This design comes from an exercise in tuning for small area, a short achievable clock period and few clock cycles per item on the open sky130 flow, not from production work.
No functional check of the RTL was part of any run shown here.
Power figures rest on the tool's default switching activity, not on a simulated workload.

## flow/run.sh

```bash
#!/bin/bash
# synth_recipe.tcl (not shown) runs the flow's synth.tcl, then flattens the netlist and writes it again
# the make line also repeats each setting of config.mk as NAME=value (left out here)
make -C /OpenROAD-flow-scripts/flow DESIGN_CONFIG=/design/flow/config.mk WORK_HOME=/design/flow/orfs CLKGATE_MAP_FILE= SYNTH_SCRIPT=/design/flow/synth_recipe.tcl finish
```

## flow/config.mk

```make
export PLATFORM = sky130hd
export DESIGN_NAME = moving_average_oversampled
export DESIGN_NICKNAME = moving_average_oversampled
export VERILOG_FILES = /design/flow/design.v
export SDC_FILE = /design/flow/constraint.sdc
export NUM_CORES = 4
export LEC_CHECK = 0
export ABC_CLOCK_PERIOD_IN_PS = 3500
export CAP_MARGIN = 20
export CORE_MARGIN = 2
export CORE_UTILIZATION = 40
export SLEW_MARGIN = 20
```

## flow/constraint.sdc

```tcl
create_clock -name core_clock -period 8.0 [get_ports {clk}]
set_input_delay 1.6000 -clock core_clock [delete_from_list [all_inputs] [get_ports {clk}]]
set_output_delay 1.6000 -clock core_clock [all_outputs]
set_load 0.01 [all_outputs]
```

## flow/design.v

```verilog
package mao_pkg;
	localparam int WindowDepth = 32;
	localparam int AddrW       = 5;
	localparam int SampleW     = 32;
	localparam int TapW        = 6;
	localparam int FactorW     = 16;
	localparam int CfgDataW    = 16;
	localparam int SumW        = SampleW + $clog2(WindowDepth);
	localparam int RemW        = 5;
	localparam int QuoW        = SampleW - 1;
	localparam logic [TapW-1:0] TapCountReset = TapW'(32);
endpackage
module mao_addsub (
	input  logic signed [mao_pkg::SumW-1:0] a,
	input  logic signed [mao_pkg::SumW-1:0] b,
	output logic signed [mao_pkg::SumW-1:0] y
);
	assign y = a + b;
endmodule
module mao_window_ram (
	input  logic                        clk,
	input  logic                        wr_en,
	input  logic                        wr_all,
	input  logic [mao_pkg::AddrW-1:0]   wr_addr,
	input  logic [mao_pkg::SampleW-1:0] wr_data,
	input  logic [mao_pkg::AddrW-1:0]   rd_addr,
	output logic [mao_pkg::SampleW-1:0] rd_data
);
	logic [mao_pkg::SampleW-1:0] mem [mao_pkg::WindowDepth];
	always_ff @(posedge clk) begin
		for (int i = 0; i < mao_pkg::WindowDepth; i++) begin
			if (wr_all || (wr_en && wr_addr == mao_pkg::AddrW'(i))) begin
				mem[i] <= wr_data;
			end
		end
	end
	assign rd_data = mem[rd_addr];
endmodule
module moving_average_oversampled (
	input  logic                                clk,
	input  logic                                arst_n,
	input  logic                                sample_valid,
	output logic                                sample_stall,
	input  logic signed [mao_pkg::SampleW-1:0]  sample,
	output logic                                result_valid,
	input  logic                                result_stall,
	output logic signed [mao_pkg::SampleW-1:0]  filtered,
	output logic                                clipped,
	input  logic                                cfg_valid,
	output logic                                cfg_ready,
	input  logic                                cfg_index,
	input  logic [mao_pkg::CfgDataW-1:0]        cfg_data
);
	localparam int SW = mao_pkg::SumW;    
	localparam int CW = SW + 5;           
	localparam int NU = 16;               
	localparam logic [NU-1:0] CUT = 16'b0101_0101_0101_0101;
	logic [5:0] tap_count_q;
	logic [5:0] fac_q;       
	logic [5:0] held_q;
	logic [5:0] tcur;
	logic [5:0] tcur_n;
	logic [5:0] cfg_fac;
	logic       cfg_taps_we;
	assign cfg_ready   = 1'b1;
	assign cfg_taps_we = cfg_valid && !cfg_index;
	assign cfg_fac = (cfg_data == '0) ? 6'd1 :
		((|cfg_data[15:6]) || (cfg_data[5:0] > 6'd33)) ? 6'd33 : cfg_data[5:0];
	assign tcur   = (tap_count_q > 6'd32) ? 6'd32 : tap_count_q;
	assign tcur_n = cfg_taps_we ? ((cfg_data[5:0] > 6'd32) ? 6'd32 : cfg_data[5:0]) : tcur;
	always_ff @(posedge clk or negedge arst_n) begin
		if (!arst_n) begin
			tap_count_q <= mao_pkg::TapCountReset;
			fac_q       <= 6'd1;
		end else if (cfg_valid) begin
			if (!cfg_index) tap_count_q <= cfg_data[5:0];
			else            fac_q       <= cfg_fac;
		end
	end
	logic        primed_q;
	logic [5:0]  teff_q;      
	logic [5:0]  p_q;         
	logic [4:0]  pe_q;        
	logic        alleq_q;     
	logic [4:0]  ra_q;        
	logic        stp_q, up_q, hlv_q;
	logic        sstall_q;
	logic [5:0]  d_q;
	logic [6:0]  d2_q, d3_q;
	logic [4:0]  dm1_q;
	logic        dq_ok_q;
	logic [2:0]  dc_cnt_q;
	logic [5:0]  dc_r_q;
	logic [5:0]  dc_quo_q;
	logic        f_sv_q, f_item_q, f_wr_q, f_wall_q;
	logic        f_azero_q, f_ahlv_q, f_bs_q, f_bsh_q, f_cw_q, f_neg_q;
	logic [31:0] f_s_q, f_w_q;
	logic [4:0]  f_wa_q;
	logic [CW-1:0] cs_s_q, cs_c_q;
	logic        vs_q;
	logic signed [SW-1:0] s_q;
	logic        v0_q;
	logic        or_v_q, os_v_q;
	logic [31:0] or_f_q, os_f_q;
	logic        or_c_q, os_c_q;
	logic        adv;
	logic        accept, prime_op, samp_op, step_op;
	logic [31:0] rd_data;
	assign adv          = !os_v_q;
	assign sample_stall = sstall_q;
	assign accept       = sample_valid && !sstall_q;
	assign prime_op     = accept && !primed_q;
	assign samp_op      = accept && primed_q;
	assign step_op      = !accept && step_b;
	mao_window_ram u_ram (
		.clk     (clk),
		.wr_en   (f_wr_q),
		.wr_all  (f_wall_q),
		.wr_addr (f_wa_q),
		.wr_data (f_s_q),
		.rd_addr (ra_q),
		.rd_data (rd_data)
	);
	logic [5:0] teff_n, p_n, pe_inc;
	logic [4:0] pe_n, ra_n;
	logic       alleq_n, primed_n, stp_n, up_n, hlv_n;
	logic       teq_n;
	logic       dq_ok_n, adv_n, os_v_n, can_n, pipe_busy;
	assign pe_inc = {1'b0, pe_q} + 6'd1;
	function automatic logic [9:0] front_flags(input logic [5:0] teff, input logic [4:0] pe,
		input logic alleq, input logic primed, input logic [5:0] tc);
		logic stp, up, hlv, teq;
		logic [4:0] ra;
		stp = primed && (teff != tc);
		up  = teff < tc;
		hlv = alleq && !teff[0] && (teff != 6'd0) &&
			({tc, 2'b00} < ({1'b0, teff, 1'b0} + {2'b00, teff}));
		teq = (teff == tc);
		ra  = teq ? pe : (up ? teff[4:0] : 5'(teff - 6'd1));
		front_flags = {stp, up, hlv, teq, ra, 1'b0};
	endfunction
	logic [5:0] teff_a, teff_b, p_a;
	logic [4:0] pe_a, pe_b;
	logic       alleq_a, dq_ok_a, dq_ok_b, step_b;
	logic [9:0] fl_a, fl_b, fl_n;
	logic       can_a, can_b;
	assign step_b = adv && primed_q && stp_q && (hlv_q || (!f_wr_q && !f_wall_q));
	always_comb begin
		if (!primed_q) begin
			teff_a  = 6'd32;
			p_a     = p_q;
			pe_a    = p_q[5] ? 5'd0 : p_q[4:0];
			alleq_a = 1'b1;
			dq_ok_a = (fac_q == 6'd1);
		end else begin
			teff_a  = teff_q;
			p_a     = pe_inc;
			pe_a    = (pe_inc >= teff_q) ? 5'd0 : pe_inc[4:0];
			alleq_a = 1'b0;
			dq_ok_a = dq_ok_q;
		end
		teff_b  = teff_q;
		pe_b    = pe_q;
		dq_ok_b = dq_ok_q;
		if (step_b) begin
			if (hlv_q)     teff_b = {1'b0, teff_q[5:1]};
			else if (up_q) teff_b = teff_q + 6'd1;
			else           teff_b = teff_q - 6'd1;
			pe_b    = (p_q >= teff_b) ? 5'd0 : p_q[4:0];
			dq_ok_b = 1'b0;
		end else if (d_load) begin
			dq_ok_b = 1'b1;
		end
	end
	assign fl_a  = front_flags(teff_a, pe_a, alleq_a, 1'b1, tcur_n);
	assign fl_b  = front_flags(teff_b, pe_b, alleq_q, primed_q, tcur_n);
	assign can_a = adv_n && primed_q && fl_a[6] && dq_ok_a && (teff_q != 6'd1);
	assign can_b = adv_n && (!primed_q || (fl_b[6] && dq_ok_b));
	assign fl_n  = accept ? fl_a : fl_b;
	assign can_n = accept ? can_a : can_b;
	assign teff_n   = accept ? teff_a : teff_b;
	assign p_n      = accept ? p_a : p_q;
	assign pe_n     = accept ? pe_a : pe_b;
	assign alleq_n  = accept ? alleq_a : alleq_q;
	assign primed_n = primed_q || accept;
	assign dq_ok_n  = accept ? dq_ok_a : dq_ok_b;
	assign stp_n    = fl_n[9];
	assign up_n     = fl_n[8];
	assign hlv_n    = fl_n[7];
	assign teq_n    = fl_n[6];
	assign ra_n     = fl_n[5:1];
	always_ff @(posedge clk or negedge arst_n) begin
		if (!arst_n) begin
			primed_q <= 1'b0;
			teff_q   <= '0;
			p_q      <= '0;
			pe_q     <= '0;
			alleq_q  <= 1'b0;
			ra_q     <= '0;
			stp_q    <= 1'b0;
			up_q     <= 1'b0;
			hlv_q    <= 1'b0;
			sstall_q <= 1'b0;
		end else begin
			primed_q <= primed_n;
			teff_q   <= teff_n;
			p_q      <= p_n;
			pe_q     <= pe_n;
			alleq_q  <= alleq_n;
			ra_q     <= ra_n;
			stp_q    <= stp_n;
			up_q     <= up_n;
			hlv_q    <= hlv_n;
			sstall_q <= !can_n;
		end
	end
	always_ff @(posedge clk or negedge arst_n) begin
		if (!arst_n) begin
			held_q <= 6'd1;
		end else if (prime_op) begin
			held_q <= fac_q;
		end
	end
	logic [6:0] dc_t, dc_diff;
	logic       dc_ge;
	logic [5:0] dc_res;
	logic       dc_restart, d_load;
	assign dc_restart = cfg_taps_we || prime_op;
	assign d_load     = !dq_ok_q && (dc_cnt_q == 3'd6) && (teff_q == tcur) && !pipe_busy;
	assign dc_t    = {dc_r_q, tcur[3'd5 - dc_cnt_q]};
	assign dc_diff = dc_t - {1'b0, held_q};
	assign dc_ge   = !dc_diff[6];
	assign dc_res  = (dc_quo_q == '0) ? 6'd1 : dc_quo_q;
	always_ff @(posedge clk or negedge arst_n) begin
		if (!arst_n) begin
			dq_ok_q  <= 1'b0;
			dc_cnt_q <= '0;
			dc_r_q   <= '0;
			dc_quo_q <= '0;
		end else begin
			if (dc_restart) begin
				dc_cnt_q <= '0;
				dc_r_q   <= '0;
				dc_quo_q <= '0;
			end else if (dc_cnt_q != 3'd6) begin
				dc_cnt_q <= dc_cnt_q + 3'd1;
				dc_r_q   <= dc_ge ? dc_diff[5:0] : dc_t[5:0];
				dc_quo_q <= {dc_quo_q[4:0], dc_ge};
			end
			if (prime_op) begin
				dq_ok_q <= (fac_q == 6'd1);
			end else if (step_op) begin
				dq_ok_q <= 1'b0;
			end else if (d_load) begin
				dq_ok_q <= 1'b1;
			end
		end
	end
	always_ff @(posedge clk) begin
		if (prime_op) begin
			d_q   <= 6'd32;
			d2_q  <= 7'd64;
			d3_q  <= 7'd96;
			dm1_q <= 5'd31;
		end else if (d_load) begin
			d_q   <= dc_res;
			d2_q  <= {dc_res, 1'b0};
			d3_q  <= {dc_res, 1'b0} + {1'b0, dc_res};
			dm1_q <= 5'(dc_res - 6'd1);
		end
	end
	always_ff @(posedge clk or negedge arst_n) begin
		if (!arst_n) begin
			f_sv_q   <= 1'b0;
			f_item_q <= 1'b0;
			f_wr_q   <= 1'b0;
			f_wall_q <= 1'b0;
		end else if (adv) begin
			f_sv_q   <= prime_op || samp_op || step_op;
			f_item_q <= prime_op || samp_op;
			f_wr_q   <= samp_op;
			f_wall_q <= prime_op;
		end
	end
	always_ff @(posedge clk) begin
		if (adv) begin
			f_s_q     <= sample;
			f_w_q     <= rd_data;
			f_wa_q    <= pe_q;
			f_azero_q <= prime_op;
			f_ahlv_q  <= !accept && hlv_q;
			f_bs_q    <= samp_op && teff_q != 6'd0;
			f_bsh_q   <= prime_op;
			f_cw_q    <= (samp_op && teff_q != 6'd0) || (!accept && !hlv_q);
			f_neg_q   <= samp_op || !up_q;
		end
	end
	logic [CW-1:0] cs_a1, cs_a2, cs_b, cs_cc, cs_x1, cs_y1, cs_x2, cs_y2;
	assign cs_a1 = f_azero_q ? '0 : (f_ahlv_q ? {cs_s_q[CW-1], cs_s_q[CW-1:1]} : cs_s_q);
	assign cs_a2 = f_azero_q ? '0 : (f_ahlv_q ? {cs_c_q[CW-1], cs_c_q[CW-1:1]} : cs_c_q);
	assign cs_b  = f_bs_q ? CW'($signed(f_s_q)) : (f_bsh_q ? {{(CW-37){f_s_q[31]}}, f_s_q, 5'd0} : '0);
	assign cs_cc = f_cw_q ? (CW'($signed(f_w_q)) ^ {CW{f_neg_q}}) : '0;
	assign cs_x1 = cs_a1 ^ cs_a2 ^ cs_b;
	assign cs_y1 = {(cs_a1[CW-2:0] & cs_a2[CW-2:0]) | (cs_a1[CW-2:0] & cs_b[CW-2:0]) |
		(cs_a2[CW-2:0] & cs_b[CW-2:0]), f_ahlv_q & cs_s_q[0] & cs_c_q[0]};
	assign cs_x2 = cs_x1 ^ cs_y1 ^ cs_cc;
	assign cs_y2 = {(cs_x1[CW-2:0] & cs_y1[CW-2:0]) | (cs_x1[CW-2:0] & cs_cc[CW-2:0]) |
		(cs_y1[CW-2:0] & cs_cc[CW-2:0]), f_cw_q & f_neg_q};
	always_ff @(posedge clk or negedge arst_n) begin
		if (!arst_n) begin
			vs_q <= 1'b0;
			v0_q <= 1'b0;
		end else if (adv) begin
			vs_q <= f_item_q;
			v0_q <= vs_q;
		end
	end
	always_ff @(posedge clk) begin
		if (adv && f_sv_q) begin
			cs_s_q <= cs_x2;
			cs_c_q <= cs_y2;
		end
	end
	logic signed [SW-1:0] s_res;
	mao_addsub u_add (
		.a   (cs_s_q[SW-1:0]),
		.b   (cs_c_q[SW-1:0]),
		.y   (s_res)
	);
	always_ff @(posedge clk) begin
		if (adv) begin
			s_q <= s_res;
		end
	end
	logic [NU:0]       b_v, b_sg, b_sat, b_clp;
	logic [NU:0][4:0]  b_r;
	logic [NU:0][31:0] b_d;
	logic              x_sg;
	logic [35:0]       x_m;
	logic              x_eq, x_small;
	assign x_sg    = s_q[SW-1];
	assign x_m     = s_q[35:0] ^ {36{x_sg}};
	assign x_eq    = ({1'b0, x_m[35:31]} == d_q);
	assign x_small = (x_m[30:5] == '0) && (x_m[4:0] < dm1_q);
	assign b_v[0]   = v0_q;
	assign b_sg[0]  = x_sg;
	assign b_sat[0] = ({1'b0, x_m[35:31]} >= d_q);
	assign b_clp[0] = b_sat[0] && !(x_sg && x_eq && x_small);
	assign b_r[0]   = {1'b0, x_m[35:32]};
	assign b_d[0]   = x_m[31:0];
	for (genvar u = 0; u < NU; u++) begin : g_unit
		logic [4:0]  r_o;
		logic [31:0] d_o;
		logic [6:0]  t;
		logic [7:0]  e1, e2, e3;
		logic        g1, g2, g3;
		assign t   = {b_r[u], b_d[u][31:30]};
		assign e1  = {1'b0, t} - {2'b0, d_q};
		assign e2  = {1'b0, t} - {1'b0, d2_q};
		assign e3  = {1'b0, t} - {1'b0, d3_q};
		assign g1  = !e1[7];
		assign g2  = !e2[7];
		assign g3  = !e3[7];
		assign r_o = g3 ? e3[4:0] : (g2 ? e2[4:0] : (g1 ? e1[4:0] : t[4:0]));
		assign d_o = {b_d[u][29:0], g2, g3 || (g1 && !g2)};
		if (CUT[u]) begin : g_reg
			always_ff @(posedge clk or negedge arst_n) begin
				if (!arst_n) begin
					b_v[u+1] <= 1'b0;
				end else if (adv) begin
					b_v[u+1] <= b_v[u];
				end
			end
			always_ff @(posedge clk) begin
				if (adv) begin
					b_sg[u+1]  <= b_sg[u];
					b_sat[u+1] <= b_sat[u];
					b_clp[u+1] <= b_clp[u];
					b_r[u+1]   <= r_o;
					b_d[u+1]   <= d_o;
				end
			end
		end else begin : g_wire
			assign b_v[u+1]   = b_v[u];
			assign b_sg[u+1]  = b_sg[u];
			assign b_sat[u+1] = b_sat[u];
			assign b_clp[u+1] = b_clp[u];
			assign b_r[u+1]   = r_o;
			assign b_d[u+1]   = d_o;
		end
	end
	assign pipe_busy = f_item_q || vs_q || (|b_v) || fm_v_q;
	logic        fm_v_q, fm_sat_q, fm_sg_q, fm_clp_q, fm_inc_q;
	logic [30:0] fm_q_q;
	always_ff @(posedge clk or negedge arst_n) begin
		if (!arst_n) begin
			fm_v_q <= 1'b0;
		end else if (adv) begin
			fm_v_q <= b_v[NU];
		end
	end
	always_ff @(posedge clk) begin
		if (adv) begin
			fm_sat_q <= b_sat[NU];
			fm_sg_q  <= b_sg[NU];
			fm_clp_q <= b_clp[NU];
			fm_inc_q <= b_sg[NU] && (b_r[NU] != dm1_q);
			fm_q_q   <= b_d[NU][30:0] ^ {31{b_sg[NU]}};
		end
	end
	logic [31:0] fmt_f;
	logic        fmt_c;
	logic [31:0] fm_sum;
	assign fm_sum = {fm_sg_q, fm_q_q} + {31'd0, fm_inc_q};
	assign fmt_f  = fm_sat_q ? (fm_sg_q ? 32'h8000_0000 : 32'h7fff_ffff) : fm_sum;
	assign fmt_c  = fm_clp_q;
	logic take, in_v;
	assign take = or_v_q && !result_stall;
	assign in_v = adv && fm_v_q;
	always_comb begin
		os_v_n = os_v_q;
		if (os_v_q) begin
			if (take) os_v_n = 1'b0;
		end else if (or_v_q && !take && in_v) begin
			os_v_n = 1'b1;
		end
	end
	assign adv_n = !os_v_n;
	always_ff @(posedge clk or negedge arst_n) begin
		if (!arst_n) begin
			or_v_q <= 1'b0;
			os_v_q <= 1'b0;
		end else begin
			os_v_q <= os_v_n;
			if (os_v_q) begin
				if (take) or_v_q <= 1'b1;
			end else if (!or_v_q || take) begin
				or_v_q <= in_v;
			end
		end
	end
	always_ff @(posedge clk) begin
		if (os_v_q) begin
			if (take) begin
				or_f_q <= os_f_q;
				or_c_q <= os_c_q;
			end
		end else if (!or_v_q || take) begin
			or_f_q <= fmt_f;
			or_c_q <= fmt_c;
		end else begin
			os_f_q <= fmt_f;
			os_c_q <= fmt_c;
		end
	end
	assign result_valid = or_v_q;
	assign filtered     = or_f_q;
	assign clipped      = or_c_q;
endmodule
```

==> impl_metrics.yaml, run 1 <==
pwr:
  seqPwrFrac: 0.339
  p_sw_mw: 16.0
  switching_share: 0.383
  ir_worst_vdd_mv: 0.259
  p_leak_nw: 33.2
  p_clk_frac: 0.198
  powerDensity_nw_per_um2: 458
  combPwrFrac: 0.463
  power.internal_mw: 25.8
die:
  die_area_um2: 205000
  core_area_um2: 200000
  initial_core_util: 0.403
  dieWidth_um: 452
  ios: 90
  row_count: 164
  die_h_um: 452
critical_path:
  r2r_slack_ps: 2540
  cp-end-kind: "flip-flop"
  startpoint_type: "flip-flop"
  r2r_cells: 19
  cp_max_fo: 19
  arrival_ps: 6100
  required_ps: 8640
  r2r_end: "b_r[57]"
  critical_path_class: "reg -> reg"
  r2r_start: "d_q[0]"
job:
  maxCapViolations: 0
synth:
  synth_nets: 6175
  synth_seq_cells: 1728
  synth_cell_types: 90
  synth.largest_area_cell: "edfxtp_1"
  synth_edf_count: 1632
  yosys_most_used_dff: "edfxtp_1"
  synth-seq-area-share: 0.638
  synth_top_area_frac: 0.609
  synthArstFlopShare: 0.0457
  synth_cells: 5577
  avgSynthCellArea_um2: 14.4
  syn_area_um2: 80400
  ys_top_cells_by_area: "edfxtp_1 61%, ha_1 6.4%, fa_1 3.3%"
  ys_warn_count: 51
clock_network:
  cts.sinks: 1728
  clock_latency_ps: 860
  post_cts_buffers: 0
  cts_root_buf: "clkbuf_16"
  clk_pin_slew_worst_paths_ps: 60
  cts_resized: 0
  clk_path_buf_depth: 3
  htreeDepth: 4
  cts_tree: "done"
  cts_hold_buf: 0
  cts-buffers-inserted: 180
placement:
  portBuffers: 88
  hpwl_um: 124000
  gp_congestion: 0.843
  dpl_cell_area_um2: 85300
min_path:
  hp-class: "reg -> reg"
  min_to: "b_clp[9]"
  hp-start: "b_clp[7]"
  hold_depth: 0
finish:
  area_growth_syn_to_layout_pct: 13.5
  final_common_cell: "edfxtp_1"
  nets: 6365
  diodes: 0
  finalInstanceArea_um2: 91300
  final_cell_mix: "1632 x edfxtp_1, 410 x ha_1, 258 x nand2_1, 238 x o21ai_0, 212 x nor2_1"
  drive_gt1_frac: 0.0954
sta:
  worst_slew_pin_slew_ps: 1120
  fin_crit_ps: 5460
  setup_viol: 0
  rsz0062_at_grt: "no"
  min_period_over_period: 0.682
  tns_ps: 0
  max_slew_margin: 0.251
  skew_ps: 75.4
  fmax_mhz: 183
  slew_viol_final: 0
  hold_violations: 0
  hold_ws_ps: 390
route:
  avgRoutedWirePerCell_um: 26.6
  drt_iter0_drc: 5477
  ant_nets: 0
  wl_um: 228000
  via_per_inst: 5.79
  drc: 0
  first_pass_iters: 6
  num_vias: 49600
global_routing:
  antenna_found_initial: 1
  grt_max_degree: 84
  track_usage: 0.220
  grt_overflow: 0
  grt_pass1_vias: 48800
  grt_pass1_wl_um: 332000
run_status:
  outcome: "complete, no violations"
[through the flow]
stage / std cells / utilization / setup WS [ps] / power [mW]
6_report: 8571 / 0.457 / 2540 / 41.8
5_1_grt: 8571 / 0.457 / 2120 / 45.0
4_1_cts: 8561 / 0.456 / 2560 / 41.9
3_5_place_dp: 8231 / 0.427 / 2620 / 33.6
3_3_place_gp: 8231 / 0.427 / 2730 / 33.1
2_1_floorplan: 5577 / - / 158 / 28.2
[cell type report]
cell class | count | area, um2
well taps | 2656 | 3320
repair buffers | 207 | 1880
clock buffers | 222 | 4700
multi-input cells | 3446 | 28100
flip-flops and latches | 1728 | 51300
inverters | 204 | 773
clock inverters | 108 | 1140
fillers | 17600 | 109000
[worst max-delay path: stages, from the launching register on]
cell and delay (ps):
dfxtp_2 620, buf_4 420, ha_1 240, inv_1 60
fa_1 400, a21o_1 170, a21oi_1 140, o21ai_1 220
o21ai_0 380, nor2_1 70, a21oi_1 450, ha_1 370
o21ai_0 130, a21boi_0 180, o21a_1 190, o21ai_0 150
nand2b_1 70, a21oi_1 510, mux2_2 400, o21ai_0 70
[layer usage]
metal | global-route usage | wire length [um]
met1 | 0.288 | 90800
met2 | 0.369 | 110000
met3 | 0.0345 | 18600
met4 | 0.0794 | 8230
met5 | 0 | 0
[kinds of logic after synthesis]
| group | share of synthesized area |
|---|---|
| AO/OA/AOI/OAI | 0.124 |
| XOR/XNOR | 0.0332 |
| adder cells (fa/ha/maj) | 0.0972 |
| buffers and inverters | 0.0192 |
| flip-flops | 0.638 |
| multiplexers | 0.0265 |
| other | 0.0000466 |
| AND/OR/NAND/NOR | 0.0613 |
[power groups by stage]
stage / sequential, mW / clock (mW) / combinational, mW
CTS: 14.2 / 8.41 / 19.3
global route: 14.4 / 8.76 / 21.9
detailed placement: 14.4 / 0 / 19.2
floorplan: 13.9 / 0 / 14.3
global placement: 14.3 / 0 / 18.7
finish: 14.2 / 8.28 / 19.4
[sequential cells by signal, indices dropped and copies added, names as in the netlist, 37 cells and up]
register	cells
b_d	248
b_r	40
cs_c_q	42
cs_s_q	42
s_q	37
u_ram.mem	1024
[cell usage after synthesis (20+ instances only)]
library cell     n
edfxtp_1      1632
ha_1           410
nand2_1        258
nor2_1         245
o21ai_0        238
a21oi_1        211
inv_1          202
a22o_1         195
a221oi_1       169
a22oi_1        166
clkbuf_1       163
xor2_1         162
mux2i_1        148
xnor2_1        143
fa_1           134
a21o_1          99
nand3_1         98
dfrtp_1         76
nand4_1         76
o21a_1          74
nor2b_1         70
mux2_2          58
and2_1          50
nand2b_1        38
o32a_1          33
nor3_1          31
a21boi_0        27
o211ai_1        27
a211oi_1        21
and3_1          21
o21bai_1        20
[how the worst max path moves through the flow]
stage / start / endpoint / slack (ps)
floorplan: os_v_q / or_f_q[22] / 160
global placement: d_q[0] / b_r[57] / 2730
detailed placement: d_q[0] / b_r[57] / 2620
CTS: d_q[0] / b_r[57] / 2560
global route: d_q[1] / b_r[37] / 2120
finish: d_q[0] / b_r[57] / 2540
==> run 2: changes to the inputs <==
--- a/flow/config.mk
+++ b/flow/config.mk
@@ -9,4 +9,4 @@
 export CAP_MARGIN = 20
 export CORE_MARGIN = 2
-export CORE_UTILIZATION = 40
+export CORE_UTILIZATION = 60
 export SLEW_MARGIN = 20
==> impl_metrics.yaml, run 2 <==
die:
  core_area_um2: 133000
  row_count: 134
  initial_core_util: 0.604
  ios: 90
  die_h_um: 370
  dieWidth_um: 370
  die_area_um2: 137000
synth:
  ys_top_cells_by_area: "edfxtp_1 61%, ha_1 6.4%, fa_1 3.3%"
  ys_warn_count: 51
  synthArstFlopShare: 0.0457
  synth-seq-area-share: 0.638
  synth_seq_cells: 1728
  synth_cells: 5577
  synth_nets: 6175
  synth_most_common_cell: "edfxtp_1"
  synthTopCellsByCount: "1632 x edfxtp_1, 410 x ha_1, 258 x nand2_1"
  yosys_most_used_dff: "edfxtp_1"
  avgSynthCellArea_um2: 14.4
  synth_top_area_frac: 0.609
  synth_edf_count: 1632
  syn_area_um2: 80400
  synth_cell_types: 90
  synth.largest_area_cell: "edfxtp_1"
finish:
  area_growth_syn_to_layout_pct: 12.1
  nets: 6370
  fin_cells: 7690
  largestRegisters: "u_ram.mem x1024, b_d x248"
  final_cell_mix: "1632 x edfxtp_1, 410 x ha_1, 258 x nand2_1, 238 x o21ai_0, 212 x nor2_1"
  largest_reg_flops: 1024
  final_common_cell: "edfxtp_1"
  top_register: "u_ram.mem"
  drive_gt1_frac: 0.0959
  finalInstanceArea_um2: 90200
  fin_util: 0.677
global_routing:
  grt_max_degree: 156
  grt_pass1_vias: 48700
  antenna_found_initial: 2
  grt_overflow: 0
  grt_pass1_wl_um: 339000
  track_usage: 0.345
critical_path:
  path_cells: "buf_4, ha_1, inv_1, fa_1, a21o_1, a21oi_1, o21ai_1, o21ai_0, nor2_1, a21oi_1, ha_1, o21ai_0, a21boi_0, o21a_1, o21ai_0, nand2b_1, a21oi_1, mux2i_1, o21ai_0"
  r2r_end: "b_r[19]"
  startpoint_type: "flip-flop"
  r2r_slack_ps: 2530
  cp_max_fo: 20
  r2r_start: "d_q[0]"
  critical_path.slowest_cell: "dfxtp_2"
  r2r_cells: 19
  arrival_ps: 5980
  crit_path_frequent_cell: "o21ai_0"
  cp-end-kind: "flip-flop"
  critical_path_class: "reg -> reg"
  critPathMaxStageDelay_ps: 760
  required_ps: 8510
run_status:
  outcome: "complete, no violations"
min_path:
  min_to: "b_d[105]"
  hold_depth: 0
  hp-start: "b_d[37]"
  hp-class: "reg -> reg"
sta:
  tns_ps: 0
  min_period_over_period: 0.684
  max_slew_margin: 0.154
  hold_violations: 0
  worst_slew_pin_slew_ps: 1270
  fin_crit_ps: 5470
  setup_viol: 0
  fmax_mhz: 183
  slew_viol_final: 0
  rsz0062_at_grt: "no"
  hold_ws_ps: 394
  skew_ps: 61.6
placement:
  portBuffers: 88
  dpl_cell_area_um2: 84200
  post-place-cells: 7352
  hpwl_um: 131000
  gp_congestion: 0.878
route:
  avgRoutedWirePerCell_um: 30.6
  ant_nets: 0
  first_pass_iters: 5
  via_per_inst: 6.61
  num_vias: 50800
  drc: 0
  drt_iter0_drc: 6555
  wl_um: 236000
clock_network:
  cts_root_buf: "clkbuf_16"
  cts_hold_buf: 0
  cts.sinks: 1728
  htreeDepth: 4
  post_cts_buffers: 0
  cts_resized: 0
  cts-buffers-inserted: 176
  cts_tree: "done"
  clock_latency_ps: 830
  clk_pin_slew_worst_paths_ps: 60
  clk_path_buf_depth: 3
pwr:
  powerDensity_nw_per_um2: 470
  ir_worst_vdd_mv: 0.311
  p_leak_nw: 33.3
job:
  maxCapViolations: 0
==> run 2: cell counts after synthesis <==
Identical to the previous run, type by type.
==> run 2: metrics by stage <==
stage	worst slack [ps]	total power [mW]
after floorplan	158	28.2
after global placement	2720	33.7
after detailed placement	2610	34.1
after CTS	2570	42.4
after global routing	2020	45.4
final	2530	42.4
==> run 2: cells by family (layout without fill, tap and decap cells) <==
group	after synthesis	count (layout)	synth area share
compound gates	1394	1394	0.124
xor+xnor	305	305	0.0332
fa+ha+maj	545	545	0.0972
buf+inv	403	746	0.0192
flops	1728	1728	0.638
mux	206	206	0.0265
other cells	1	3	0.0000466
simple gates	995	995	0.0613
==> run 2: worst max-delay path by stage <==
| stage | from | to | slack (ps) |
|---|---|---|---|
| 4_1_cts | d_q[0] | b_r[19] | 2570 |
| 5_1_grt | d_q[0] | b_r[19] | 2020 |
| 3_5_place_dp | d_q[0] | b_r[19] | 2610 |
| 2_1_floorplan | os_v_q | or_f_q[22] | 160 |
| 3_3_place_gp | d_q[0] | b_r[37] | 2720 |
| 6_report | d_q[0] | b_r[19] | 2530 |
==> run 2: per-layer routing <==
metal  wire length, um  GRT usage  vias up
met5                24          0        -
met4             10200      0.138        4
met3             25000     0.0681      535
met2            109000      0.538     2931
met1             91700      0.479    25300
li1                  -          -    22100
==> run 2: critical path: cells and delay by family, from the launching register on <==
family	cells	cell delay (ps)
compound gates	11	2590
fa+ha+maj	3	990
buf+inv	2	440
flops	1	760
mux	1	250
simple gates	2	140
==> run 2: layout make-up <==
type,count,area [um2]
clock inverter,113,1210
inverter,204,773
sequential,1728,51300
fill,9416,43100
multi-input combinational,3446,28100
antenna,2,5.00
timing repair buffer,216,1970
clock buffer,213,4620
tap,1768,2210
==> run 2: report_power, final <==
group | switching (mW) | internal (mW) | total, mW
Clock | 3.61 | 4.65 | 8.26
Combinational | 11.7 | 8.26 | 19.9
Sequential | 1.29 | 12.9 | 14.2
Total | 16.6 | 25.8 | 42.4
==> run 3: changes to the inputs <==
--- a/flow/config.mk
+++ b/flow/config.mk
@@ -10,3 +10,4 @@
 export CORE_MARGIN = 2
 export CORE_UTILIZATION = 60
+export SETUP_SLACK_MARGIN = 3.5
 export SLEW_MARGIN = 20
==> impl_metrics.yaml, run 3 <==
critical_path:
  cp_top_family: "compound AO/OA/AOI/OAI gates"
  crit_start: "d3_q[6]"
  r2r_start: "d3_q[6]"
  critical_path_class: "reg -> reg"
  cp-end-kind: "flip-flop"
  required_ps: 8540
  critical_path.slowest_cell: "dfxtp_1"
  cp_max_fo: 14
  path_buf_inv: 3
  startpoint_type: "flip-flop"
  arrival_ps: 4790
  r2r_slack_ps: 3750
  critPathMaxStageDelay_ps: 500
  path_cells: "inv_1, buf_4, ha_1, or3_1, o22ai_2, o21ai_2, mux2i_4, fa_1, a21oi_1, nor2b_1, o21ai_0, nand2b_1, a21oi_2, inv_2, or2_2, o221a_2"
  r2r_cells: 16
  r2r_end: "b_r[76]"
pwr:
  switching_share: 0.388
  power.internal_mw: 26.4
  p_sw_mw: 16.8
  combPwrFrac: 0.484
  ir_worst_vdd_mv: 0.285
  p_clk_frac: 0.186
  power.total_mw: 43.2
  p_leak_nw: 33.5
  seqPwrFrac: 0.330
  powerDensity_nw_per_um2: 475
sta:
  worst_slew_pin_slew_ps: 1150
  skew_ps: 45.4
  hold_violations: 0
  hold_ws_ps: 399
  fmax_mhz: 236
  tns_ps: 0
  fin_ws_ps: 3750
  fin_crit_ps: 4250
  min_period_over_period: 0.531
  setup_viol: 0
  max_slew_margin: 0.232
  rsz0062_at_grt: "yes"
  slew_viol_final: 0
synth:
  syn_area_um2: 80400
  synth_edf_count: 1632
  ys_warn_count: 51
  synth-seq-area-share: 0.638
  synthTopCellsByCount: "1632 x edfxtp_1, 410 x ha_1, 258 x nand2_1"
  ys_top_cells_by_area: "edfxtp_1 61%, ha_1 6.4%, fa_1 3.3%"
  synthArstFlopShare: 0.0457
  synth_nets: 6175
  synth_cells: 5577
  synth_most_common_cell: "edfxtp_1"
  synth_cell_types: 90
  synth.largest_area_cell: "edfxtp_1"
  yosys_most_used_dff: "edfxtp_1"
  avgSynthCellArea_um2: 14.4
  synth_seq_cells: 1728
  synth_top_area_frac: 0.609
global_routing:
  grt_pass1_wl_um: 335000
  antenna_found_initial: 0
  grt_pass1_vias: 49300
  track_usage: 0.338
  grt_max_degree: 86
  grt_overflow: 0
route:
  wl_um: 230000
  avgRoutedWirePerCell_um: 29.9
  num_vias: 50600
  drt_iter0_drc: 6008
  via_per_inst: 6.57
  ant_nets: 0
  first_pass_iters: 6
  drc: 0
clock_network:
  cts_tree: "done"
  htreeDepth: 4
  clock_latency_ps: 810
  cts-buffers-inserted: 172
  cts.sinks: 1728
  cts_root_buf: "clkbuf_16"
  clk_pin_slew_worst_paths_ps: 60
  clk_path_buf_depth: 3
  cts_hold_buf: 0
finish:
  final_common_cell: "edfxtp_1"
  fin_cells: 7709
  largest_reg_flops: 1024
  drive_gt1_frac: 0.114
  final_cell_mix: "1632 x edfxtp_1, 409 x ha_1, 258 x nand2_1, 212 x nor2_1, 195 x a22o_1"
  nets: 6396
  largestRegisters: "u_ram.mem x1024, b_d x248"
  area_growth_syn_to_layout_pct: 12.9
  top_register: "u_ram.mem"
  fin_util: 0.681
  finalInstanceArea_um2: 90800
placement:
  gp_congestion: 0.879
  portBuffers: 88
  hpwl_um: 129000
  post-place-cells: 7350
  post-place-ws_ps: 2760
  dpl_cell_area_um2: 84500
die:
  initial_core_util: 0.604
  dieWidth_um: 370
  die_h_um: 370
  ios: 90
  core_area_um2: 133000
  die_area_um2: 137000
  row_count: 134
min_path:
  hp-class: "reg -> reg"
  min_to: "b_d[363]"
  hp-start: "b_d[295]"
  hold_depth: 0
job:
  maxCapViolations: 0
run_status:
  outcome: "complete, no violations"
==> run 3: cell counts after synthesis <==
Identical to the previous run, type by type.
==> run 3: metal layers <==
layer | vias up | GRT usage | wire length (um)
met5 | - | 0 | 0
met4 | 0 | 0.130 | 10100
met3 | 557 | 0.0541 | 22000
met2 | 2805 | 0.544 | 108000
met1 | 25200 | 0.466 | 90500
li1 | 22100 | - | -
==> run 3: worst max path at each step <==
stage	end	slack (ps)	cells after the start
floorplan	b_r[76]	3180	17
global placement	ra_q[1]	2850	14
detailed placement	ra_q[1]	2760	14
CTS	b_r[27]	3500	17
global route	b_r[38]	3490	19
finish	b_r[76]	3750	16
==> run 3: area by class of cell <==
cell class,count,area (um2)
fillers,9314,42500
diodes,3,7.51
repair buffers,246,2220
well taps,1768,2210
clock inverters,101,1090
inverters,204,797
multi-input cells,3446,28600
flip-flops and latches,1728,51300
clock buffers,213,4550
==> run 3: timing repair <==
item,4_1_cts,5_1_grt
setup buffers,4,31
pin swaps,2,6
endpoints found under the setup margin,45,45
resized for setup,16,48
==> run 3: logic make-up after synthesis <==
| family | synth area share |
|---|---|
| DFF | 0.638 |
| AOI/OAI and AO/OA | 0.124 |
| and+or+nand+nor | 0.0613 |
| adders and majority gates | 0.0972 |
| buffers and inverters | 0.0192 |
| xor gates and xnor gates | 0.0332 |
| muxes | 0.0265 |
| other | 0.0000466 |
==> run 3: power by group through the flow <==
stage	clock, mW	sequential [mW]	combinational [mW]
global placement	0	14.4	19.7
CTS	8.10	14.3	20.3
floorplan	0	13.9	15.0
global route	8.43	14.4	23.3
finish	8.03	14.3	20.9
detailed placement	0	14.5	20.1
==> run 4: changes to the inputs <==
--- a/flow/design.v
+++ b/flow/design.v
@@ -54,6 +54,5 @@
 	localparam int SW = mao_pkg::SumW;    
 	localparam int CW = SW + 5;           
-	localparam int NU = 16;               
-	localparam logic [NU-1:0] CUT = 16'b0101_0101_0101_0101;
+	localparam int NU = 21;
 	logic [5:0] tap_count_q;
 	logic [5:0] fac_q;       
@@ -85,4 +84,5 @@
 	logic [4:0]  ra_q;        
 	logic        stp_q, up_q, hlv_q;
+	logic        stale_q;     
 	logic        sstall_q;
 	logic [5:0]  d_q;
@@ -137,6 +137,5 @@
 			({tc, 2'b00} < ({1'b0, teff, 1'b0} + {2'b00, teff}));
 		teq = (teff == tc);
-		ra  = teq ? pe : (up ? teff[4:0] : 5'(teff - 6'd1));
-		front_flags = {stp, up, hlv, teq, ra, 1'b0};
+		front_flags = {stp, up, hlv, teq, 5'd0, 1'b0};
 	endfunction
 	logic [5:0] teff_a, teff_b, p_a;
@@ -145,5 +144,5 @@
 	logic [9:0] fl_a, fl_b, fl_n;
 	logic       can_a, can_b;
-	assign step_b = adv && primed_q && stp_q && (hlv_q || (!f_wr_q && !f_wall_q));
+	assign step_b = adv && primed_q && stp_q && !stale_q && (hlv_q || (!f_wr_q && !f_wall_q));
 	always_comb begin
 		if (!primed_q) begin
@@ -173,8 +172,14 @@
 		end
 	end
-	assign fl_a  = front_flags(teff_a, pe_a, alleq_a, 1'b1, tcur_n);
-	assign fl_b  = front_flags(teff_b, pe_b, alleq_q, primed_q, tcur_n);
-	assign can_a = adv_n && primed_q && fl_a[6] && dq_ok_a && (teff_q != 6'd1);
-	assign can_b = adv_n && (!primed_q || (fl_b[6] && dq_ok_b));
+	logic       teq_a, teq_b;
+	logic [4:0] ra_a, ra_b;
+	assign fl_a  = front_flags(teff_a, pe_a, alleq_a, 1'b1, tcur);
+	assign fl_b  = front_flags(teff_b, pe_b, alleq_q, primed_q, tcur);
+	assign teq_a = (teff_a == tcur_n);
+	assign teq_b = (teff_b == tcur_n);
+	assign ra_a  = teq_a ? pe_a : (fl_a[8] ? teff_a[4:0] : 5'(teff_a - 6'd1));
+	assign ra_b  = teq_b ? pe_b : (fl_b[8] ? teff_b[4:0] : 5'(teff_b - 6'd1));
+	assign can_a = adv_n && primed_q && teq_a && dq_ok_a && (teff_q != 6'd1);
+	assign can_b = adv_n && (!primed_q || (teq_b && dq_ok_b));
 	assign fl_n  = accept ? fl_a : fl_b;
 	assign can_n = accept ? can_a : can_b;
@@ -188,6 +193,6 @@
 	assign up_n     = fl_n[8];
 	assign hlv_n    = fl_n[7];
-	assign teq_n    = fl_n[6];
-	assign ra_n     = fl_n[5:1];
+	assign teq_n    = accept ? teq_a : teq_b;
+	assign ra_n     = accept ? ra_a : ra_b;
 	always_ff @(posedge clk or negedge arst_n) begin
 		if (!arst_n) begin
@@ -201,4 +206,5 @@
 			up_q     <= 1'b0;
 			hlv_q    <= 1'b0;
+			stale_q  <= 1'b0;
 			sstall_q <= 1'b0;
 		end else begin
@@ -212,4 +218,5 @@
 			up_q     <= up_n;
 			hlv_q    <= hlv_n;
+			stale_q  <= cfg_taps_we;
 			sstall_q <= !can_n;
 		end
@@ -227,9 +234,14 @@
 	logic       dc_restart, d_load;
 	assign dc_restart = cfg_taps_we || prime_op;
-	assign d_load     = !dq_ok_q && (dc_cnt_q == 3'd6) && (teff_q == tcur) && !pipe_busy;
+	logic       dc_fast;
+	logic [5:0] dc_fast_q;
+	assign dc_fast    = (held_q == 6'd1) || (held_q == 6'd2);
+	assign dc_fast_q  = held_q[0] ? tcur : {1'b0, tcur[5:1]};
+	assign d_load     = !dq_ok_q && (dc_fast || dc_cnt_q == 3'd6) && (teff_q == tcur) && !pipe_busy;
 	assign dc_t    = {dc_r_q, tcur[3'd5 - dc_cnt_q]};
 	assign dc_diff = dc_t - {1'b0, held_q};
 	assign dc_ge   = !dc_diff[6];
-	assign dc_res  = (dc_quo_q == '0) ? 6'd1 : dc_quo_q;
+	assign dc_res  = dc_fast ? ((dc_fast_q == '0) ? 6'd1 : dc_fast_q) :
+		((dc_quo_q == '0) ? 6'd1 : dc_quo_q);
 	always_ff @(posedge clk or negedge arst_n) begin
 		if (!arst_n) begin
@@ -352,17 +364,26 @@
 		logic [4:0]  r_o;
 		logic [31:0] d_o;
-		logic [6:0]  t;
-		logic [7:0]  e1, e2, e3;
-		logic        g1, g2, g3;
-		assign t   = {b_r[u], b_d[u][31:30]};
-		assign e1  = {1'b0, t} - {2'b0, d_q};
-		assign e2  = {1'b0, t} - {1'b0, d2_q};
-		assign e3  = {1'b0, t} - {1'b0, d3_q};
-		assign g1  = !e1[7];
-		assign g2  = !e2[7];
-		assign g3  = !e3[7];
-		assign r_o = g3 ? e3[4:0] : (g2 ? e2[4:0] : (g1 ? e1[4:0] : t[4:0]));
-		assign d_o = {b_d[u][29:0], g2, g3 || (g1 && !g2)};
-		if (CUT[u]) begin : g_reg
+		if (u == 0 || u % 2 == 1) begin : g_r4
+			logic [6:0] t;
+			logic [7:0] e1, e2, e3;
+			logic       g1, g2, g3;
+			assign t   = {b_r[u], b_d[u][31:30]};
+			assign e1  = {1'b0, t} - {2'b0, d_q};
+			assign e2  = {1'b0, t} - {1'b0, d2_q};
+			assign e3  = {1'b0, t} - {1'b0, d3_q};
+			assign g1  = !e1[7];
+			assign g2  = !e2[7];
+			assign g3  = !e3[7];
+			assign r_o = g3 ? e3[4:0] : (g2 ? e2[4:0] : (g1 ? e1[4:0] : t[4:0]));
+			assign d_o = {b_d[u][29:0], g2, g3 || (g1 && !g2)};
+		end else begin : g_r2
+			logic [5:0] t;
+			logic [6:0] e1;
+			assign t   = {b_r[u], b_d[u][31]};
+			assign e1  = {1'b0, t} - {1'b0, d_q};
+			assign r_o = e1[6] ? t[4:0] : e1[4:0];
+			assign d_o = {b_d[u][30:0], !e1[6]};
+		end
+		if (u % 2 == 0) begin : g_reg
 			always_ff @(posedge clk or negedge arst_n) begin
 				if (!arst_n) begin
--- a/flow/config.mk
+++ b/flow/config.mk
@@ -10,4 +10,3 @@
 export CORE_MARGIN = 2
 export CORE_UTILIZATION = 60
-export SETUP_SLACK_MARGIN = 3.5
 export SLEW_MARGIN = 20
==> impl_metrics.yaml, run 4 <==
run_status:
  outcome: "complete, no violations"
synth:
  synth_most_common_cell: "edfxtp_1"
  synth.largest_area_cell: "edfxtp_1"
  avgSynthCellArea_um2: 15.4
  synthTopCellsByCount: "1749 x edfxtp_1, 382 x ha_1, 221 x a21oi_1"
  synth-seq-area-share: 0.664
  synth_edf_count: 1749
  yosys_most_used_dff: "edfxtp_1"
  synth_nets: 5927
  synth_top_area_frac: 0.635
  synth_cells: 5361
  synth_cell_types: 79
  syn_area_um2: 82700
  synth_seq_cells: 1849
  ys_warn_count: 63
  ys_top_cells_by_area: "edfxtp_1 63%, ha_1 5.8%, fa_1 3.1%"
  synthArstFlopShare: 0.0449
clock_network:
  post_cts_buffers: 0
  clock_latency_ps: 850
  htreeDepth: 4
  clk_path_buf_depth: 3
  cts-buffers-inserted: 184
  cts.sinks: 1849
  cts_hold_buf: 0
  cts_tree: "done"
  clk_pin_slew_worst_paths_ps: 60
  cts_root_buf: "clkbuf_16"
  cts_resized: 0
global_routing:
  track_usage: 0.322
  grt_pass1_vias: 47500
  grt_max_degree: 164
  grt_pass1_wl_um: 328000
  grt_overflow: 0
  antenna_found_initial: 2
sta:
  worst_slew_pin_slew_ps: 1180
  max_slew_margin: 0.210
  skew_ps: 60.1
  slew_viol_final: 0
  hold_violations: 0
  hold_ws_ps: 391
  rsz0062_at_grt: "no"
  fmax_mhz: 196
  tns_ps: 0
  fin_crit_ps: 5100
  min_period_over_period: 0.637
  setup_viol: 0
die:
  die_area_um2: 141000
  dieWidth_um: 375
  ios: 90
  initial_core_util: 0.603
  core_area_um2: 137000
  die_h_um: 375
  row_count: 136
job:
  maxCapViolations: 0
route:
  first_pass_iters: 5
  via_per_inst: 6.50
  drc: 0
  wl_um: 226000
  avgRoutedWirePerCell_um: 30.1
  drt_iter0_drc: 5957
  ant_nets: 0
  num_vias: 48800
finish:
  drive_gt1_frac: 0.109
  largest_reg_flops: 1024
  nets: 6127
  final_common_cell: "edfxtp_1"
  final_cell_mix: "1749 x edfxtp_1, 382 x ha_1, 221 x a21oi_1, 204 x a21o_1, 203 x a22o_1"
  area_growth_syn_to_layout_pct: 12.2
  top_register: "u_ram.mem"
  fin_util: 0.677
  n_fill_cell: 9505
  fin_cells: 7512
  regArea_um2: 54900
  multi_input_area_um2: 26900
  largestRegisters: "u_ram.mem x1024, b_d x341, b_r x55"
critical_path:
  crit_path_frequent_cell: "a21oi_1"
  cp-end-kind: "flip-flop"
  arrival_ps: 5630
  critPathMaxStageDelay_ps: 1080
  critical_path_class: "reg -> reg"
  startpoint_type: "flip-flop"
  cp_max_fo: 33
  path_buf_inv: 2
  cp_top_family: "compound AO/OA/AOI/OAI gates"
  path_cells: "ha_1, inv_1, fa_1, a21oi_1, nor2b_1, o21ai_0, nand2b_1, a21oi_1, mux2i_1, mux2_2, ha_1, a21o_1, a21oi_1, o21bai_1, a21oi_1, inv_1, mux2_2"
  critical_path.slowest_cell: "dfxtp_2"
  required_ps: 8530
pwr:
  p_clk_frac: 0.206
  switching_share: 0.360
  seqPwrFrac: 0.361
  combPwrFrac: 0.433
  ir_worst_vdd_mv: 0.276
  powerDensity_nw_per_um2: 460
  p_leak_nw: 34.5
  p_sw_mw: 15.4
  power.total_mw: 42.7
  power.internal_mw: 27.3
placement:
  gp_congestion: 0.834
  post-place-cells: 7163
  hpwl_um: 125000
  portBuffers: 88
min_path:
  hp-class: "reg -> reg"
-- run 4: cells by family after synthesis --
group,share of synthesized area
AOI/OAI and AO/OA,0.113
xor gates and xnor gates,0.0357
adders and majority gates,0.0893
buffers and inverters,0.0173
DFF,0.664
muxes,0.0375
other,0.0000453
and+or+nand+nor,0.0430
-- run 4: worst paths after layout --
kind | from | cells after the start | end | slack, ps
hold / removal | b_d[431] | 0 | b_d[498] | 390
min in group asynchronous | arst_n | 1 | pe_q[2] | 580
max in group asynchronous | arst_n | 2 | dc_r_q[5] | 6480
hold reg to reg | b_d[431] | 0 | b_d[498] | 390
setup / recovery | d_q[0] | 17 | b_r[28] | 2900
setup reg to reg | d_q[0] | 17 | b_r[28] | 2900
-- run 4: layer usage --
layer / track usage / vias up / share of wire
met2: 0.514 / 2655 / 0.47
li1: - / 21300 / -
met3: 0.0615 / 538 / 0.10
met5: 0 / - / 0.000058
met1: 0.442 / 24300 / 0.39
met4: 0.128 / 2 / 0.044
-- run 4: cell type report --
cell class,count,share of cell area
Sequential cell,1849,0.592
Timing Repair Buffer,209,0.0200
Antenna cell,3,0.0000809
Inverter,180,0.00739
Clock inverter,110,0.0149
Tap cell,1794,0.0242
Multi-Input combinational cell,3137,0.289
Clock buffer,230,0.0519
-- run 4: power by group through the flow --
stage               combinational [mW]  sequential (mW)  clock (mW)
global route                      20.7             15.6        9.27
global placement                  18.0             15.6           0
detailed placement                18.3             15.6           0
finish                            18.5             15.4        8.81
floorplan                         13.6             15.0           0
CTS                               18.5             15.4        8.90
-- run 4: stage by stage --
| step | area (um2) | setup slack, ps |
|---|---|---|
| floorplan | 82700 | 2180 |
| global placement | 86500 | 3070 |
| detailed placement | 86500 | 3000 |
| CTS | 92700 | 2950 |
| global route | 92800 | 2580 |
| finish | 92800 | 2900 |
==> run 5: changes to the inputs <==
--- a/flow/design.v
+++ b/flow/design.v
@@ -87,6 +87,5 @@
 	logic        sstall_q;
 	logic [5:0]  d_q;
-	logic [6:0]  d2_q, d3_q;
-	logic [4:0]  dm1_q;
+	logic [6:0]  d3_q;
 	logic        dq_ok_q;
 	logic [2:0]  dc_cnt_q;
@@ -108,4 +107,18 @@
 	logic [31:0] rd_data;
 	assign adv          = !os_v_q;
+	logic        en_f_q, en_s_q, en_r_q, en_fm_q;
+	always_ff @(posedge clk or negedge arst_n) begin
+		if (!arst_n) begin
+			en_f_q  <= 1'b0;
+			en_s_q  <= 1'b0;
+			en_r_q  <= 1'b0;
+			en_fm_q <= 1'b0;
+		end else begin
+			en_f_q  <= adv_n;
+			en_s_q  <= adv_n && (adv ? (prime_op || samp_op || step_op) : f_sv_q);
+			en_r_q  <= adv_n && (adv ? f_item_q : vs_q);
+			en_fm_q <= adv_n && (adv ? b_v[NU-1] : b_v[NU]);
+		end
+	end
 	assign sample_stall = sstall_q;
 	assign accept       = sample_valid && !sstall_q;
@@ -126,21 +139,21 @@
 	logic       alleq_n, primed_n, stp_n, up_n, hlv_n;
 	logic       teq_n;
-	logic       dq_ok_n, adv_n, os_v_n, can_n, pipe_busy;
+	logic       dq_ok_n, adv_n, os_v_n, can_n;
 	assign pe_inc = {1'b0, pe_q} + 6'd1;
-	function automatic logic [9:0] front_flags(input logic [5:0] teff, input logic [4:0] pe,
-		input logic alleq, input logic primed, input logic [5:0] tc);
+	function automatic logic [8:0] cand(input logic [5:0] teff, input logic [4:0] pe,
+		input logic alleq, input logic [5:0] tc, input logic [5:0] tcn);
 		logic stp, up, hlv, teq;
 		logic [4:0] ra;
-		stp = primed && (teff != tc);
+		stp = (teff != tc);
 		up  = teff < tc;
-		hlv = alleq && !teff[0] && (teff != 6'd0) &&
-			({tc, 2'b00} < ({1'b0, teff, 1'b0} + {2'b00, teff}));
-		teq = (teff == tc);
-		front_flags = {stp, up, hlv, teq, 5'd0, 1'b0};
+		hlv = alleq && !teff[0] && (teff != 6'd0) && ({1'b0, teff[5:1]} >= tc);
+		teq = (teff == tcn);
+		ra  = teq ? pe : (up ? teff[4:0] : 5'(teff - 6'd1));
+		cand = {stp, up, hlv, teq, ra};
 	endfunction
-	logic [5:0] teff_a, teff_b, p_a;
-	logic [4:0] pe_a, pe_b;
+	logic [5:0] teff_a, teff_b, p_a, t_up, t_dn, t_hv;
+	logic [4:0] pe_a, pe_b, pe_up, pe_dn, pe_hv;
 	logic       alleq_a, dq_ok_a, dq_ok_b, step_b;
-	logic [9:0] fl_a, fl_b, fl_n;
+	logic [8:0] c_a, c_b, c_0, c_up, c_dn, c_hv, c_n;
 	logic       can_a, can_b;
 	assign step_b = adv && primed_q && stp_q && !stale_q && (hlv_q || (!f_wr_q && !f_wall_q));
@@ -159,28 +172,41 @@
 			dq_ok_a = dq_ok_q;
 		end
+	end
+	assign t_up  = teff_q + 6'd1;
+	assign t_dn  = teff_q - 6'd1;
+	assign t_hv  = {1'b0, teff_q[5:1]};
+	assign pe_up = (p_q >= t_up) ? 5'd0 : p_q[4:0];
+	assign pe_dn = (p_q >= t_dn) ? 5'd0 : p_q[4:0];
+	assign pe_hv = (p_q >= t_hv) ? 5'd0 : p_q[4:0];
+	assign c_a  = cand(teff_a, pe_a, alleq_a, tcur, tcur_n);
+	assign c_0  = cand(teff_q, pe_q, alleq_q, tcur, tcur_n);
+	assign c_up = cand(t_up, pe_up, alleq_q, tcur, tcur_n);
+	assign c_dn = cand(t_dn, pe_dn, alleq_q, tcur, tcur_n);
+	assign c_hv = cand(t_hv, pe_hv, alleq_q, tcur, tcur_n);
+	always_comb begin
 		teff_b  = teff_q;
 		pe_b    = pe_q;
-		dq_ok_b = dq_ok_q;
+		c_b     = c_0;
+		dq_ok_b = dq_ok_q || d_load;
 		if (step_b) begin
-			if (hlv_q)     teff_b = {1'b0, teff_q[5:1]};
-			else if (up_q) teff_b = teff_q + 6'd1;
-			else           teff_b = teff_q - 6'd1;
-			pe_b    = (p_q >= teff_b) ? 5'd0 : p_q[4:0];
 			dq_ok_b = 1'b0;
-		end else if (d_load) begin
-			dq_ok_b = 1'b1;
+			if (hlv_q) begin
+				teff_b = t_hv;
+				pe_b   = pe_hv;
+				c_b    = c_hv;
+			end else if (up_q) begin
+				teff_b = t_up;
+				pe_b   = pe_up;
+				c_b    = c_up;
+			end else begin
+				teff_b = t_dn;
+				pe_b   = pe_dn;
+				c_b    = c_dn;
+			end
 		end
 	end
-	logic       teq_a, teq_b;
-	logic [4:0] ra_a, ra_b;
-	assign fl_a  = front_flags(teff_a, pe_a, alleq_a, 1'b1, tcur);
-	assign fl_b  = front_flags(teff_b, pe_b, alleq_q, primed_q, tcur);
-	assign teq_a = (teff_a == tcur_n);
-	assign teq_b = (teff_b == tcur_n);
-	assign ra_a  = teq_a ? pe_a : (fl_a[8] ? teff_a[4:0] : 5'(teff_a - 6'd1));
-	assign ra_b  = teq_b ? pe_b : (fl_b[8] ? teff_b[4:0] : 5'(teff_b - 6'd1));
-	assign can_a = adv_n && primed_q && teq_a && dq_ok_a && (teff_q != 6'd1);
-	assign can_b = adv_n && (!primed_q || (teq_b && dq_ok_b));
-	assign fl_n  = accept ? fl_a : fl_b;
+	assign can_a = adv_n && primed_q && c_a[5] && dq_ok_a && (teff_q != 6'd1);
+	assign can_b = adv_n && (!primed_q || (!step_b && c_0[5] && (dq_ok_q || d_load)));
+	assign c_n   = accept ? c_a : c_b;
 	assign can_n = accept ? can_a : can_b;
 	assign teff_n   = accept ? teff_a : teff_b;
@@ -190,9 +216,9 @@
 	assign primed_n = primed_q || accept;
 	assign dq_ok_n  = accept ? dq_ok_a : dq_ok_b;
-	assign stp_n    = fl_n[9];
-	assign up_n     = fl_n[8];
-	assign hlv_n    = fl_n[7];
-	assign teq_n    = accept ? teq_a : teq_b;
-	assign ra_n     = accept ? ra_a : ra_b;
+	assign stp_n    = primed_n && c_n[8];
+	assign up_n     = c_n[7];
+	assign hlv_n    = c_n[6];
+	assign teq_n    = c_n[5];
+	assign ra_n     = c_n[4:0];
 	always_ff @(posedge clk or negedge arst_n) begin
 		if (!arst_n) begin
@@ -238,5 +264,6 @@
 	assign dc_fast    = (held_q == 6'd1) || (held_q == 6'd2);
 	assign dc_fast_q  = held_q[0] ? tcur : {1'b0, tcur[5:1]};
-	assign d_load     = !dq_ok_q && (dc_fast || dc_cnt_q == 3'd6) && (teff_q == tcur) && !pipe_busy;
+	assign d_load     = !dq_ok_q && (dc_fast || dc_cnt_q == 3'd6) && (teff_q == tcur) &&
+		!f_item_q && !vs_q;
 	assign dc_t    = {dc_r_q, tcur[3'd5 - dc_cnt_q]};
 	assign dc_diff = dc_t - {1'b0, held_q};
@@ -272,12 +299,8 @@
 		if (prime_op) begin
 			d_q   <= 6'd32;
-			d2_q  <= 7'd64;
 			d3_q  <= 7'd96;
-			dm1_q <= 5'd31;
 		end else if (d_load) begin
 			d_q   <= dc_res;
-			d2_q  <= {dc_res, 1'b0};
 			d3_q  <= {dc_res, 1'b0} + {1'b0, dc_res};
-			dm1_q <= 5'(dc_res - 6'd1);
 		end
 	end
@@ -296,5 +319,5 @@
 	end
 	always_ff @(posedge clk) begin
-		if (adv) begin
+		if (en_f_q) begin
 			f_s_q     <= sample;
 			f_w_q     <= rd_data;
@@ -329,5 +352,5 @@
 	end
 	always_ff @(posedge clk) begin
-		if (adv && f_sv_q) begin
+		if (en_s_q) begin
 			cs_s_q <= cs_x2;
 			cs_c_q <= cs_y2;
@@ -340,7 +363,11 @@
 		.y   (s_res)
 	);
+	logic [5:0] r_d_q;
+	logic [6:0] r_d3_q;
 	always_ff @(posedge clk) begin
-		if (adv) begin
-			s_q <= s_res;
+		if (en_r_q) begin
+			s_q    <= s_res;
+			r_d_q  <= d_q;
+			r_d3_q <= d3_q;
 		end
 	end
@@ -348,4 +375,6 @@
 	logic [NU:0][4:0]  b_r;
 	logic [NU:0][31:0] b_d;
+	logic [NU:0][5:0]  b_dd;
+	logic [NU:0][6:0]  b_d3;
 	logic              x_sg;
 	logic [35:0]       x_m;
@@ -353,12 +382,14 @@
 	assign x_sg    = s_q[SW-1];
 	assign x_m     = s_q[35:0] ^ {36{x_sg}};
-	assign x_eq    = ({1'b0, x_m[35:31]} == d_q);
-	assign x_small = (x_m[30:5] == '0) && (x_m[4:0] < dm1_q);
+	assign x_eq    = ({1'b0, x_m[35:31]} == r_d_q);
+	assign x_small = (x_m[30:5] == '0) && (({1'b0, x_m[4:0]} + 6'd1) < r_d_q);
 	assign b_v[0]   = v0_q;
 	assign b_sg[0]  = x_sg;
-	assign b_sat[0] = ({1'b0, x_m[35:31]} >= d_q);
+	assign b_sat[0] = ({1'b0, x_m[35:31]} >= r_d_q);
 	assign b_clp[0] = b_sat[0] && !(x_sg && x_eq && x_small);
 	assign b_r[0]   = {1'b0, x_m[35:32]};
 	assign b_d[0]   = x_m[31:0];
+	assign b_dd[0]  = r_d_q;
+	assign b_d3[0]  = r_d3_q;
 	for (genvar u = 0; u < NU; u++) begin : g_unit
 		logic [4:0]  r_o;
@@ -369,7 +400,7 @@
 			logic       g1, g2, g3;
 			assign t   = {b_r[u], b_d[u][31:30]};
-			assign e1  = {1'b0, t} - {2'b0, d_q};
-			assign e2  = {1'b0, t} - {1'b0, d2_q};
-			assign e3  = {1'b0, t} - {1'b0, d3_q};
+			assign e1  = {1'b0, t} - {2'b0, b_dd[u]};
+			assign e2  = {1'b0, t} - {1'b0, b_dd[u], 1'b0};
+			assign e3  = {1'b0, t} - {1'b0, b_d3[u]};
 			assign g1  = !e1[7];
 			assign g2  = !e2[7];
@@ -381,18 +412,23 @@
 			logic [6:0] e1;
 			assign t   = {b_r[u], b_d[u][31]};
-			assign e1  = {1'b0, t} - {1'b0, d_q};
+			assign e1  = {1'b0, t} - {1'b0, b_dd[u]};
 			assign r_o = e1[6] ? t[4:0] : e1[4:0];
 			assign d_o = {b_d[u][30:0], !e1[6]};
 		end
 		if (u % 2 == 0) begin : g_reg
+			logic en_q;
 			always_ff @(posedge clk or negedge arst_n) begin
 				if (!arst_n) begin
 					b_v[u+1] <= 1'b0;
-				end else if (adv) begin
-					b_v[u+1] <= b_v[u];
+					en_q     <= 1'b0;
+				end else begin
+					if (adv) b_v[u+1] <= b_v[u];
+					en_q <= adv_n && (adv ? ((u == 0) ? vs_q : b_v[(u >= 2) ? u - 2 : 0]) : b_v[u]);
 				end
 			end
 			always_ff @(posedge clk) begin
-				if (adv) begin
+				if (en_q) begin
+					b_dd[u+1]  <= b_dd[u];
+					b_d3[u+1]  <= b_d3[u];
 					b_sg[u+1]  <= b_sg[u];
 					b_sat[u+1] <= b_sat[u];
@@ -409,7 +445,8 @@
 			assign b_r[u+1]   = r_o;
 			assign b_d[u+1]   = d_o;
+			assign b_dd[u+1]  = b_dd[u];
+			assign b_d3[u+1]  = b_d3[u];
 		end
 	end
-	assign pipe_busy = f_item_q || vs_q || (|b_v) || fm_v_q;
 	logic        fm_v_q, fm_sat_q, fm_sg_q, fm_clp_q, fm_inc_q;
 	logic [30:0] fm_q_q;
@@ -422,9 +459,9 @@
 	end
 	always_ff @(posedge clk) begin
-		if (adv) begin
+		if (en_fm_q) begin
 			fm_sat_q <= b_sat[NU];
 			fm_sg_q  <= b_sg[NU];
 			fm_clp_q <= b_clp[NU];
-			fm_inc_q <= b_sg[NU] && (b_r[NU] != dm1_q);
+			fm_inc_q <= b_sg[NU] && (({1'b0, b_r[NU]} + 6'd1) != b_dd[NU]);
 			fm_q_q   <= b_d[NU][30:0] ^ {31{b_sg[NU]}};
 		end
--- a/flow/config.mk
+++ b/flow/config.mk
@@ -10,3 +10,4 @@
 export CORE_MARGIN = 2
 export CORE_UTILIZATION = 60
+export SETUP_SLACK_MARGIN = 4.0
 export SLEW_MARGIN = 20
==> impl_metrics.yaml, run 5 <==
run_status:
  outcome: "complete, no violations"
sta:
  hold_violations: 0
  skew_ps: 73.3
  setup_viol: 0
  rsz0062_at_grt: "yes"
  tns_ps: 0
  hold_ws_ps: 378
  max_slew_margin: 0.286
route:
  drt_iter0_drc: 5520
  num_vias: 53500
  wl_um: 241000
  via_per_inst: 6.39
  ant_nets: 0
pwr:
  power.internal_mw: 20.2
  seqPwrFrac: 0.438
  p_leak_nw: 36.3
  powerDensity_nw_per_um2: 291
  ir_worst_vdd_mv: 0.237
  p_clk_frac: 0.305
  switching_share: 0.311
synth:
  synth-seq-area-share: 0.668
  synth_cells: 5929
  avgSynthCellArea_um2: 15.0
  synth_most_common_cell: "edfxtp_1"
  synth_seq_cells: 1997
  ys_top_cells_by_area: "edfxtp_1 64%, ha_1 5.5%, fa_1 2.9%"
  synth.largest_area_cell: "edfxtp_1"
  synthTopCellsByCount: "1887 x edfxtp_1, 392 x ha_1, 306 x inv_1"
  synth_edf_count: 1887
  yosys_most_used_dff: "edfxtp_1"
  syn_area_um2: 88900
  ys_warn_count: 83
  synth_cell_types: 88
  synth_top_area_frac: 0.637
  synth_nets: 6503
global_routing:
  grt_pass1_vias: 52000
  track_usage: 0.317
  antenna_found_initial: 2
  grt_overflow: 0
  grt_max_degree: 74
critical_path:
  cp_max_fo: 14
  startpoint_type: "primary input"
  r2r_slack_ps: 4120
  cp_top_family: "compound AO/OA/AOI/OAI gates"
  r2r_end: "b_r[97]"
  critical_path_class: "in -> reg"
  required_ps: 8670
  critical_path.slowest_cell: "a2111oi_1"
  arrival_ps: 4570
  path_cells: "clkdlybuf4s50_1, nand2b_4, inv_2, mux2i_4, xnor2_1, nor2_1, and3_1, a2111oi_1, a311oi_1, o311ai_1"
finish:
  final_cell_mix: "1887 x edfxtp_1, 390 x ha_1, 271 x inv_1, 267 x buf_4, 263 x nor2_1"
  drive_gt1_frac: 0.147
  largestRegisters: "u_ram.mem x1024, b_d x341, b_dd x66"
  final_common_cell: "edfxtp_1"
  n_fill_cell: 10200
job:
  maxCapViolations: 0
min_path:
  hp-class: "reg -> reg"
  hold_depth: 0
  min_to: "b_sat[19]"
die:
  row_count: 141
  die_h_um: 389
  die_area_um2: 151000
  core_area_um2: 147000
clock_network:
  clk_path_buf_depth: 3
  htreeDepth: 4
  clk_pin_slew_worst_paths_ps: 60
  cts.sinks: 1997
  cts_root_buf: "clkbuf_16"
  cts-buffers-inserted: 194
placement:
  post-place-cells: 7865
  hpwl_um: 139000
run 5: cell count changes after synthesis, sizes merged, moves of 52 or more:
cell,change
nand2,+52
o21ai,+57
a21o,-121
inv,+133
edfxtp,+138
nor2,+95
run 5: cell type report:
class	instances	area, um2	area share
clock inverter	110	1190	0.0118
tap	1930	2410	0.0239
sequential	1997	59400	0.589
clock buffer	240	5070	0.0502
inverter	315	1190	0.0118
antenna	1	2.50	0.0000248
multi-input combinational	3414	28700	0.285
timing repair buffer	358	2940	0.0291
run 5: cells by family after synthesis:
logic type / share of synthesized area
compound gates: 0.101
xor+xnor: 0.0344
fa+ha+maj: 0.0840
buf+inv: 0.0222
flops: 0.668
mux: 0.0349
other cells: 0.0000422
simple gates: 0.0561
run 5: how the worst max path moves through the flow:
stage	start	endpoint	slack, ps	cells past startpoint
finish	cfg_index	ra_q[1]	4100	10
global placement	cfg_index	ra_q[1]	3230	10
floorplan	b_d[639]	b_r[107]	4050	17
detailed placement	cfg_index	ra_q[1]	3200	10
global route	b_d[575]	b_r[99]	3880	18
CTS	b_d[191]	b_r[37]	4000	18
run 5: power by group through the flow:
stage,registers (mW),logic [mW],clock network (mW)
3_3_place_gp,13.0,7.14,0
6_report,12.9,7.52,8.96
4_1_cts,12.8,7.34,9.07
3_5_place_dp,13.0,7.28,0
2_1_floorplan,12.9,4.97,0
5_1_grt,12.9,8.21,9.47
run 5: timing repair:
action,in CTS,in global routing
gates resized for setup,68,118
pin swaps,27,62
endpoints found under the setup margin,72,74
setup buffers,47,100
run 5: metrics by stage:
stage               setup slack (ps)  total power, mW  instance area, um2   util
floorplan                       4050             17.8               89000      -
global placement                3230             20.2               93000  0.630
detailed placement              3200             20.3               93000  0.630
CTS                             4000             29.3               99800  0.677
global route                    3880             30.6              101000  0.684
finish                          4100             29.3              101000  0.684
run 5: metal layers:
metal,track usage,part of all wire,vias to the layer above
met1,0.418,0.38,26700
met4,0.126,0.043,0
met3,0.0529,0.090,594
met5,0,0,-
li1,-,-,23500
met2,0.531,0.49,2654
run 5: worst register-to-register path, cell delays in order (launching register included):
cell      delay [ps]
edfxtp_1         420
inv_2            110
ha_1             150
inv_1             60
fa_2             360
a21oi_1          150
nor2b_1           60
o21ai_1          130
nand2b_1         110
a21oi_4          190
mux2_2           360
mux2i_2          200
ha_1             300
a21o_1           200
a21oi_2          170
o21bai_1         100
a21oi_2          210
inv_2             80
mux2_2           270

Check on run 5: ideal ports give 4.101 ns setup slack; a clkbuf_16 on the clock port and buf_2 on the inputs give 4.120 ns; moving port delays by the midpoint clock arrival (0.893 ns) as well gives 3.271 ns.
